From an optimization exercise on the open Yosys and OpenROAD flow, aimed at small area, a short achievable clock period and few clock cycles per item; shortcuts taken in it are not production practice.
Function was checked by simulation only, so behaviour that the tests miss may differ from the original.
Power figures rest on the tool's default switching activity, not on a simulated workload.

==> design/flow/constraint.sdc <==
create_clock -name core_clock -period 12.0 [get_ports {clk}]
set_input_delay 2.4000 -clock core_clock [delete_from_list [all_inputs] [get_ports {clk}]]
set_output_delay 2.4000 -clock core_clock [all_outputs]
set_load 0.01 [all_outputs]
==> design/flow/run.sh <==
#!/bin/bash
# synth_recipe.tcl (not shown) runs the flow's synth.tcl, then flattens the netlist and writes it again
# the make line also repeats each setting of config.mk as NAME=value (left out here)
make -C /OpenROAD-flow-scripts/flow DESIGN_CONFIG=/design/flow/config.mk WORK_HOME=/design/flow/orfs CLKGATE_MAP_FILE= SYNTH_SCRIPT=/design/flow/synth_recipe.tcl finish
==> design/flow/config.mk <==
export PLATFORM = sky130hd
export DESIGN_NAME = executeStage
export DESIGN_NICKNAME = executeStage
export VERILOG_FILES = /design/flow/design.v
export SDC_FILE = /design/flow/constraint.sdc
export NUM_CORES = 4
export LEC_CHECK = 0
export CAP_MARGIN = 20
export CORE_MARGIN = 2
export CORE_UTILIZATION = 20
export PLACE_DENSITY = 0.35
export SETUP_SLACK_MARGIN = 0.2
export SLEW_MARGIN = 20
==> design/flow/design.v <==
package execPkg;
    localparam int XLEN      = 64;
    localparam int REG_IDX_W = 5;
    localparam int OUT_CREDITS = 2;
    localparam int CREDIT_W    = $clog2(OUT_CREDITS + 1);
    localparam int MD_STEPS = 64;
    localparam int MD_CNT_W = $clog2(MD_STEPS);
    typedef logic [XLEN-1:0]      xlenT;
    typedef logic [REG_IDX_W-1:0] regIdxT;
endpackage
package rvIsaPkg;
    typedef enum logic [1:0] {
        SRC_A_ZERO = 2'd0,
        SRC_A_RS1  = 2'd1,
        SRC_A_PC   = 2'd2,
        SRC_A_PC4  = 2'd3
    } srcASelT;
    typedef enum logic [1:0] {
        SRC_B_RS2   = 2'd0,
        SRC_B_IMM   = 2'd1,
        SRC_B_IMM12 = 2'd2,
        SRC_B_CSR   = 2'd3
    } srcBSelT;
    typedef enum logic [3:0] {
        ALU_ADD  = 4'd0,
        ALU_SUB  = 4'd1,
        ALU_SLL  = 4'd2,
        ALU_SLT  = 4'd3,
        ALU_SLTU = 4'd4,
        ALU_XOR  = 4'd5,
        ALU_SRL  = 4'd6,
        ALU_SRA  = 4'd7,
        ALU_OR   = 4'd8,
        ALU_AND  = 4'd9
    } aluOpT;
    typedef enum logic [2:0] {
        MUL_MUL    = 3'd0,
        MUL_MULH   = 3'd1,
        MUL_MULHSU = 3'd2,
        MUL_MULHU  = 3'd3,
        MUL_DIV    = 3'd4,
        MUL_DIVU   = 3'd5,
        MUL_REM    = 3'd6,
        MUL_REMU   = 3'd7
    } mulOpT;
    typedef enum logic [2:0] {
        CSR_NONE = 3'd0,
        CSR_RW   = 3'd1,
        CSR_RS   = 3'd2,
        CSR_RC   = 3'd3,
        CSR_RWI  = 3'd4,
        CSR_RSI  = 3'd5,
        CSR_RCI  = 3'd6
    } csrOpT;
    typedef enum logic [1:0] {
        FLAG_LT  = 2'd0,
        FLAG_LTU = 2'd1,
        FLAG_EQ  = 2'd2
    } flagSelT;
endpackage
`timescale 1ns/10ps
module aluUnit (
    input  execPkg::xlenT   opA,
    input  execPkg::xlenT   opB,
    input  rvIsaPkg::aluOpT aluOp,
    output execPkg::xlenT   result,
    output execPkg::xlenT   resultWord
);
    logic [$clog2(execPkg::XLEN)-1:0] shamt;
    logic [4:0]              shamtWord;
    logic [31:0]             wordA;
    logic [31:0]             wordB;
    logic [31:0]             word;
    assign shamt     = opB[$clog2(execPkg::XLEN)-1:0];
    assign shamtWord = opB[4:0];
    assign wordA     = opA[31:0];
    assign wordB     = opB[31:0];
    always_comb begin
        case (aluOp)
            rvIsaPkg::ALU_ADD:  result = opA + opB;
            rvIsaPkg::ALU_SUB:  result = opA - opB;
            rvIsaPkg::ALU_SLL:  result = opA << shamt;
            rvIsaPkg::ALU_SLT:  result = {{(execPkg::XLEN-1){1'b0}}, $signed(opA) < $signed(opB)};
            rvIsaPkg::ALU_SLTU: result = {{(execPkg::XLEN-1){1'b0}}, opA < opB};
            rvIsaPkg::ALU_XOR:  result = opA ^ opB;
            rvIsaPkg::ALU_SRL:  result = opA >> shamt;
            rvIsaPkg::ALU_SRA:  result = execPkg::xlenT'($signed(opA) >>> shamt);
            rvIsaPkg::ALU_OR:   result = opA | opB;
            rvIsaPkg::ALU_AND:  result = opA & opB;
            default:  result = '0;
        endcase
    end
    always_comb begin
        case (aluOp)
            rvIsaPkg::ALU_ADD:  word = wordA + wordB;
            rvIsaPkg::ALU_SUB:  word = wordA - wordB;
            rvIsaPkg::ALU_SLL:  word = wordA << shamtWord;
            rvIsaPkg::ALU_SLT:  word = {31'b0, $signed(wordA) < $signed(wordB)};
            rvIsaPkg::ALU_SLTU: word = {31'b0, wordA < wordB};
            rvIsaPkg::ALU_XOR:  word = wordA ^ wordB;
            rvIsaPkg::ALU_SRL:  word = wordA >> shamtWord;
            rvIsaPkg::ALU_SRA:  word = 32'($signed(wordA) >>> shamtWord);
            rvIsaPkg::ALU_OR:   word = wordA | wordB;
            rvIsaPkg::ALU_AND:  word = wordA & wordB;
            default:  word = '0;
        endcase
    end
    assign resultWord = {{(execPkg::XLEN-32){word[31]}}, word};
endmodule
`timescale 1ns/10ps
module mulDivUnit (
    input  logic            clk,
    input  logic            rst,
    input  logic            start,
    input  logic            abort,
    input  execPkg::xlenT   opA,
    input  execPkg::xlenT   opB,
    input  rvIsaPkg::mulOpT mulOp,
    input  logic            wordOp,
    output logic            busy,
    output logic            done,
    output execPkg::xlenT   result
);
    logic signedA;
    logic signedB;
    logic negA;
    logic negB;
    execPkg::xlenT extA;
    execPkg::xlenT extB;
    logic [execPkg::MD_CNT_W-1:0] stepCnt;
    execPkg::xlenT                accQ;
    execPkg::xlenT                lowQ;
    execPkg::xlenT                magBQ;
    rvIsaPkg::mulOpT               opQ;
    logic                isDivQ;
    logic                wordQ;
    logic                negResQ;
    logic                negRemQ;
    logic                divZeroQ;
    logic [execPkg::XLEN:0]     mulSum;
    logic [execPkg::XLEN:0]     divShift;
    logic [execPkg::XLEN+1:0]   divTrial;
    logic [2*execPkg::XLEN-1:0] prod;
    execPkg::xlenT              quotient;
    execPkg::xlenT              remainder;
    execPkg::xlenT              full;
    assign signedA = (mulOp == rvIsaPkg::MUL_MULH) || (mulOp == rvIsaPkg::MUL_MULHSU) ||
                     (mulOp == rvIsaPkg::MUL_DIV) || (mulOp == rvIsaPkg::MUL_REM);
    assign signedB = (mulOp == rvIsaPkg::MUL_MULH) || (mulOp == rvIsaPkg::MUL_DIV) || (mulOp == rvIsaPkg::MUL_REM);
    assign extA = wordOp ? {{(execPkg::XLEN-32){signedA & opA[31]}}, opA[31:0]} : opA;
    assign extB = wordOp ? {{(execPkg::XLEN-32){signedB & opB[31]}}, opB[31:0]} : opB;
    assign negA = signedA & extA[execPkg::XLEN-1];
    assign negB = signedB & extB[execPkg::XLEN-1];
    assign mulSum   = {1'b0, accQ} + {1'b0, (lowQ[0] ? magBQ : '0)};
    assign divShift = {accQ, lowQ[execPkg::XLEN-1]};
    assign divTrial = {1'b0, divShift} - {2'b0, magBQ};
    always_ff @(posedge clk or posedge rst) begin
        if (rst) begin
            busy    <= 1'b0;
            done    <= 1'b0;
            stepCnt <= '0;
        end else begin
            done <= 1'b0;
            if (abort) begin
                busy <= 1'b0;
            end else if (start) begin
                busy    <= 1'b1;
                stepCnt <= '0;
            end else if (busy) begin
                stepCnt <= stepCnt + 1'b1;
                if (stepCnt == execPkg::MD_CNT_W'(execPkg::MD_STEPS - 1)) begin
                    busy <= 1'b0;
                    done <= 1'b1;
                end
            end
        end
    end
    always_ff @(posedge clk) begin
        if (start) begin
            accQ     <= '0;
            lowQ     <= negA ? -extA : extA;
            magBQ    <= negB ? -extB : extB;
            opQ      <= mulOp;
            isDivQ   <= mulOp[2];
            wordQ    <= wordOp;
            negResQ  <= negA ^ negB;
            negRemQ  <= negA;
            divZeroQ <= (extB == '0);
        end else if (busy) begin
            if (isDivQ) begin
                if (!divTrial[execPkg::XLEN+1]) begin
                    accQ <= divTrial[execPkg::XLEN-1:0];
                end else begin
                    accQ <= divShift[execPkg::XLEN-1:0];
                end
                lowQ <= {lowQ[execPkg::XLEN-2:0], ~divTrial[execPkg::XLEN+1]};
            end else begin
                accQ <= mulSum[execPkg::XLEN:1];
                lowQ <= {mulSum[0], lowQ[execPkg::XLEN-1:1]};
            end
        end
    end
    assign prod      = negResQ ? -{accQ, lowQ} : {accQ, lowQ};
    assign quotient  = divZeroQ ? '1 : (negResQ ? -lowQ : lowQ);
    assign remainder = negRemQ ? -accQ : accQ;
    always_comb begin
        case (opQ)
            rvIsaPkg::MUL_MUL:                         full = prod[execPkg::XLEN-1:0];
            rvIsaPkg::MUL_MULH, rvIsaPkg::MUL_MULHSU, rvIsaPkg::MUL_MULHU: full = prod[2*execPkg::XLEN-1:execPkg::XLEN];
            rvIsaPkg::MUL_DIV, rvIsaPkg::MUL_DIVU:               full = quotient;
            default:                         full = remainder;
        endcase
    end
    assign result = wordQ ? {{(execPkg::XLEN-32){full[31]}}, full[31:0]} : full;
endmodule
`timescale 1ns/10ps
module executeStage (
    input  logic              clk,
    input  logic              rst,
    input  logic              flush,
    input  logic              outCredit,
    input  logic              inValid,
    input  execPkg::xlenT     inPc,
    input  execPkg::xlenT     inRs1,
    input  execPkg::xlenT     inRs2,
    input  execPkg::xlenT     inImm,
    input  execPkg::xlenT     inCsrValue,
    input  rvIsaPkg::srcASelT inSrcA,
    input  rvIsaPkg::srcBSelT inSrcB,
    input  rvIsaPkg::aluOpT   inAluOp,
    input  rvIsaPkg::mulOpT   inMulOp,
    input  logic              inIsMulDiv,
    input  logic              inWordOp,
    input  logic              inIsCompare,
    input  logic              inCmpImm,
    input  rvIsaPkg::flagSelT inFlagSel,
    input  logic              inFlagInv,
    input  rvIsaPkg::csrOpT   inCsrOp,
    input  execPkg::regIdxT   inRd,
    output logic              inCredit,
    output logic              outValid,
    output execPkg::xlenT     outResult,
    output logic              outFlag,
    output logic              outCsrWrite,
    output execPkg::xlenT     outCsrWriteValue,
    output execPkg::regIdxT   outRd,
    output logic              fwdValid,
    output execPkg::regIdxT   fwdRd,
    output execPkg::xlenT     fwdData
);
    logic    holdValidQ;
    execPkg::xlenT    pcQ;
    execPkg::xlenT    rs1Q;
    execPkg::xlenT    rs2Q;
    execPkg::xlenT    immQ;
    execPkg::xlenT    csrValQ;
    rvIsaPkg::srcASelT srcAQ;
    rvIsaPkg::srcBSelT srcBQ;
    rvIsaPkg::aluOpT   aluOpQ;
    rvIsaPkg::mulOpT   mulOpQ;
    logic    isMulDivQ;
    logic    wordOpQ;
    logic    isCompareQ;
    logic    cmpImmQ;
    rvIsaPkg::flagSelT flagSelQ;
    logic    flagInvQ;
    rvIsaPkg::csrOpT   csrOpQ;
    execPkg::regIdxT  rdQ;
    logic                mdIssuedQ;
    logic                mdReadyQ;
    logic [execPkg::CREDIT_W-1:0] outCntQ;
    execPkg::xlenT pcPlus4;
    execPkg::xlenT opA;
    execPkg::xlenT opB;
    execPkg::xlenT cmpB;
    execPkg::xlenT aluResult;
    execPkg::xlenT aluWord;
    execPkg::xlenT mdResult;
    execPkg::xlenT csrWriteValue;
    execPkg::xlenT resultData;
    logic flagRaw;
    logic flag;
    logic mdStart;
    logic mdBusy;
    logic mdDone;
    logic resultReady;
    logic issue;
    logic leave;
    always_ff @(posedge clk) begin
        if (inValid) begin
            pcQ        <= inPc;
            rs1Q       <= inRs1;
            rs2Q       <= inRs2;
            immQ       <= inImm;
            csrValQ    <= inCsrValue;
            srcAQ      <= inSrcA;
            srcBQ      <= inSrcB;
            aluOpQ     <= inAluOp;
            mulOpQ     <= inMulOp;
            isMulDivQ  <= inIsMulDiv;
            wordOpQ    <= inWordOp;
            isCompareQ <= inIsCompare;
            cmpImmQ    <= inCmpImm;
            flagSelQ   <= inFlagSel;
            flagInvQ   <= inFlagInv;
            csrOpQ     <= inCsrOp;
            rdQ        <= inRd;
        end
    end
    assign pcPlus4 = pcQ + execPkg::xlenT'(4);
    always_comb begin
        case (srcAQ)
            rvIsaPkg::SRC_A_ZERO: opA = '0;
            rvIsaPkg::SRC_A_RS1:  opA = rs1Q;
            rvIsaPkg::SRC_A_PC:   opA = pcQ;
            default:    opA = pcPlus4;
        endcase
        case (srcBQ)
            rvIsaPkg::SRC_B_RS2:   opB = rs2Q;
            rvIsaPkg::SRC_B_IMM:   opB = immQ;
            rvIsaPkg::SRC_B_IMM12: opB = immQ << 12;
            default:     opB = csrValQ;
        endcase
    end
    aluUnit alu (
        .opA        (opA),
        .opB        (opB),
        .aluOp      (aluOpQ),
        .result     (aluResult),
        .resultWord (aluWord)
    );
    assign mdStart = holdValidQ & isMulDivQ & ~mdIssuedQ & ~mdBusy;
    mulDivUnit mulDiv (
        .clk    (clk),
        .rst    (rst),
        .start  (mdStart),
        .abort  (flush),
        .opA    (opA),
        .opB    (opB),
        .mulOp  (mulOpQ),
        .wordOp (wordOpQ),
        .busy   (mdBusy),
        .done   (mdDone),
        .result (mdResult)
    );
    assign cmpB = cmpImmQ ? immQ : rs2Q;
    always_comb begin
        case (flagSelQ)
            rvIsaPkg::FLAG_LT:  flagRaw = $signed(rs1Q) < $signed(cmpB);
            rvIsaPkg::FLAG_LTU: flagRaw = rs1Q < cmpB;
            rvIsaPkg::FLAG_EQ:  flagRaw = rs1Q == cmpB;
            default:  flagRaw = 1'b0;
        endcase
    end
    assign flag = flagRaw ^ flagInvQ;
    always_comb begin
        case (csrOpQ)
            rvIsaPkg::CSR_RW:  csrWriteValue = rs1Q;
            rvIsaPkg::CSR_RS:  csrWriteValue = csrValQ | rs1Q;
            rvIsaPkg::CSR_RC:  csrWriteValue = csrValQ & ~rs1Q;
            rvIsaPkg::CSR_RWI: csrWriteValue = immQ;
            rvIsaPkg::CSR_RSI: csrWriteValue = csrValQ | immQ;
            rvIsaPkg::CSR_RCI: csrWriteValue = csrValQ & ~immQ;
            default: csrWriteValue = '0;
        endcase
    end
    always_comb begin
        if (isCompareQ) begin
            resultData = {{(execPkg::XLEN-1){1'b0}}, flag};
        end else if (isMulDivQ) begin
            resultData = mdResult;
        end else if (wordOpQ) begin
            resultData = aluWord;
        end else begin
            resultData = aluResult;
        end
    end
    assign resultReady = holdValidQ & (~isMulDivQ | mdReadyQ | mdDone);
    assign issue       = resultReady & (outCntQ != '0) & ~flush;
    assign leave       = issue | (flush & holdValidQ);
    assign fwdValid = resultReady & (rdQ != '0);
    assign fwdRd    = rdQ;
    assign fwdData  = resultData;
    always_ff @(posedge clk or posedge rst) begin
        if (rst) begin
            holdValidQ <= 1'b0;
            mdIssuedQ  <= 1'b0;
            mdReadyQ   <= 1'b0;
            outCntQ    <= execPkg::CREDIT_W'(execPkg::OUT_CREDITS);
            outValid   <= 1'b0;
            inCredit   <= 1'b0;
        end else begin
            if (mdStart) begin
                mdIssuedQ <= 1'b1;
            end
            if (mdDone) begin
                mdReadyQ <= 1'b1;
            end
            if (leave) begin
                holdValidQ <= 1'b0;
                mdIssuedQ  <= 1'b0;
                mdReadyQ   <= 1'b0;
            end
            if (inValid) begin
                holdValidQ <= 1'b1;
                mdIssuedQ  <= 1'b0;
                mdReadyQ   <= 1'b0;
            end
            outCntQ  <= outCntQ - execPkg::CREDIT_W'(issue) + execPkg::CREDIT_W'(outCredit);
            outValid <= issue;
            inCredit <= leave;
        end
    end
    always_ff @(posedge clk) begin
        if (issue) begin
            outResult        <= resultData;
            outFlag          <= flag;
            outCsrWrite      <= (csrOpQ != rvIsaPkg::CSR_NONE);
            outCsrWriteValue <= csrWriteValue;
            outRd            <= rdQ;
        end
    end
endmodule
==> results.yml <==
logic_synthesis:
  ys.warnings.count: 3
  yosys_most_used_dff: "edfxtp_1"
  syn_area_mm2: 0.0725
  synth_most_common_cell: "nand2_1"
  ys_seq_area_share_pct: 27.8
  synth_edf_count: 616
  synth_top_area_share_pct: 25.5
  syn_nets: 9673
  avgSynthCellArea_um2: 8.13
  synth_top_cell_by_area: "edfxtp_1"
  ys_ff_latch: 695
  ys_async_sr_fraction_pct: 2.16
  synth_cell_types: 115
  syn_inst: 8910
  synth.top_cells.by_area: "edfxtp_1 (26%), ha_1 (7.0%), a21oi_1 (5.3%)"
  synth_common_cells: "nand2_1 (794), a21oi_1 (764), nor2_1 (730)"
finish:
  drive_gt1_share_pct: 8.72
  fin_cells: 14200
  multiInputGateArea_mm2: 0.0487
  finish.utilization_pct: 24.3
  register_area_mm2: 0.0202
  nets: 10000
  fin_area_mm2: 0.0879
  area_growth_pct: 21.4
  fillers: 39400
run_status:
  status: "timing/DRC/antenna clean"
hold_path:
  min_delay_path_depth: 1
  hold_class: "reg2reg"
critical_path:
  start_kind: "register"
  ff2ff_path_depth: 18
  startpoint: "pcQ[4]"
  r2r_end: "outResult[38]"
  reg2reg_slack_ns: 3.96
  endpoint_kind: "primary output"
  worstPathMaxFanout: 10
  r2r-start: "srcAQ[0]"
  crit_required_ns: 9.60
  crit_end: "fwdData[40]"
  crit_type: "reg2out"
  worst-endpoint-arrival_ns: 9.09
global_route:
  grt_pass1_wl_um: 727000
  grt-ovfl-total: 0
  grt_max_degree: 132
  grt.total_usage_pct: 28.9
  grt_pass1_vias: 77000
  antenna_found_initial: 74
sta:
  max_freq_mhz: 87.1
  setup_violations: 0
  fin_crit_sh_pct: 95.7
  setup_tns_ns: 0
  slew_viol_final: 0
  worst_pin_slew_ns: 1.42
  rsz0062_at_grt: "true"
  slew_headroom_pct: 5.37
  fin_skew_ns: 0.0795
  setup_ws_ns: 0.514
  fin_crit_ns: 11.49
  finalHoldViolCount: 0
die:
  die_w_um: 606
  fp.dieH_um: 606
  dieArea_mm2: 0.367
  rows: 221
  core_mm2: 0.361
  io_pins: 558
  start_util_pct: 20.0
cts:
  numCtsBuffers: 97
  postCtsHoldBufs: 0
  root_buffer: "clkbuf_16"
  insertion_delay_ns: 0.87
  clk_pin_slew_ns: 0.06
  cts_sinks: 695
  cts_resized: 0
  cts_setup_buffers: 0
  tritoncts: "done"
  cts_buffer_depth: 4
  cts_max_level: 3
detailed_routing:
  ant_nets: 0
  drt_iter0_markers: 10900
  wl_per_cell_um: 39.0
  routed_wirelength_um: 552000
  num_vias: 81100
  drc: 0
  dr.pass1.iters: 9
  vias_per_cell: 5.73
place:
  dp_hpwl_um: 449000
  pre_cts_slack_ns: 1.32
  place_area_mm2: 0.0847
  dp.cells: 14000
  portBuffers: 557
  place_congestion: 1.04
power_and_ir_drop:
  p_leak_uw: 0.0328
  ir_drop_mv: 0.112
  powerDensity_mw_per_mm2: 187
job:
  drv_cap: 0
## critical path: stages (launching register included)
cell             delay (ns)
edfxtp_1               0.48
nand4_1                0.57
buf_4                  0.38
nor4_1                 0.47
nor3_1                 0.13
buf_4                  0.21
inv_1                  0.14
ha_1                   0.35
nor4_1                 0.69
nand2_1                0.17
a311oi_1               0.46
nor4_1                 0.19
o31a_1                 0.40
o31ai_1                0.49
a21oi_1                0.27
o31ai_1                0.56
and4_1                 0.27
o21a_1                 0.17
a211oi_1               0.06
a32oi_1                0.99
clkdlybuf4s50_1        0.72
## cells in the final DEF (no fill, tap or decap), types with 111 or more instances in the layout
cell / count
a211oi_1: 112
a21o_1: 228
a21oi_1: 760
a221oi_1: 128
a31oi_1: 124
buf_4: 345
clkdlybuf4s50_1: 556
edfxtp_1: 616
ha_1: 408
inv_1: 358
mux2i_1: 347
nand2_1: 790
nand3_1: 201
nand4_1: 135
nor2_1: 718
nor3_1: 205
o211ai_1: 111
o21ai_0: 678
xnor2_1: 235
xor2_1: 163
## where the power goes
group / internal (uW) / switching (uW) / total [uW] / leakage (uW)
clock network: 1760 / 1260 / 3020 / 0.00152
logic: 2950 / 6740 / 9680 / 0.0247
registers: 3100 / 641 / 3740 / 0.00666
total: 7800 / 8640 / 16400 / 0.0328
## sequential cells by signal, summed over array words and instances, names as in the netlist, 3 cells and up
signal / flops
outResult: 64
outRd: 5
rs2Q: 64
mulDiv.stepCnt: 6
pcQ: 64
csrValQ: 64
mulOpQ: 3
rs1Q: 64
rdQ: 5
mulDiv.accQ: 64
outCsrWriteValue: 64
mulDiv.lowQ: 64
aluOpQ: 4
csrOpQ: 3
mulDiv.magBQ: 64
immQ: 64
## metrics by stage
step                      hold slack, ns  power, uW
after CTS                          0.483      16200
after global placement             0.469      13200
after floorplan                    0.427       8610
after global routing               0.508      17000
final                              0.480      16400
after detailed placement           0.476      13100
## logic make-up after synthesis
kind of cell | share of synthesized area (%)
flops | 27.8
fa+ha+maj | 7.16
buf+inv | 5.57
simple gates | 18.0
compound gates | 29.0
xor+xnor | 4.84
mux | 7.59
## per-layer routing
layer	vias up	GRT usage (%)	routed length, um
met4	36	16.3	36600
met3	811	7.13	48400
met1	41100	38.1	236000
met5	-	0	234
met2	4456	42.9	231000
li1	34700	-	-
## worst min-delay path by stage
stage | startpoint | endpoint | slack (ns)
floorplan | mulOpQ[1] | mulDiv.opQ[1] | 0.43
global placement | mulDiv.stepCnt[4] | mulDiv.stepCnt[4] | 0.47
detailed placement | mulDiv.stepCnt[4] | mulDiv.stepCnt[4] | 0.48
CTS | mulDiv.stepCnt[4] | mulDiv.stepCnt[4] | 0.48
global route | rdQ[4] | outRd[4] | 0.51
finish | mulDiv.stepCnt[4] | mulDiv.stepCnt[4] | 0.48
## layout make-up
cell class	instances	share of cell area, %
Sequential cell	695	22.9
Antenna cell	36	0.102
Timing Repair Buffer	916	9.57
Inverter	390	1.68
Multi-Input combinational cell	7159	55.3
Clock buffer	114	2.88
Tap cell	4794	6.82
Clock inverter	56	0.693
Testbench counts, summed over its fixed seeds: cycles 22,600, instrs 3,200.

separate check: timing with driven ports:
How much do the figures lean on ideal ports? The routed layout below was timed once more, with nothing changed but the port constraints.
Step 1, drivers: a clkbuf_16 drives clk and a buf_2 each remaining input, both assumed.
Step 2 times the ports against the registers' clock, not the clock port: input delays grow and output delays shrink by t, the midpoint of the rising clock arrivals with the driver on.
Three values: ideal ports, drivers, drivers and shift; two values: the first two.
shift t [ns]: 0.934
slack for setup (ns): 0.514 / 0.407 / 1.341
pins driven straight from the clock port: 1
After both steps this run still meets setup and hold. The setup slack of this run moves by -0.107 ns with the drivers and by +0.827 ns with both steps.
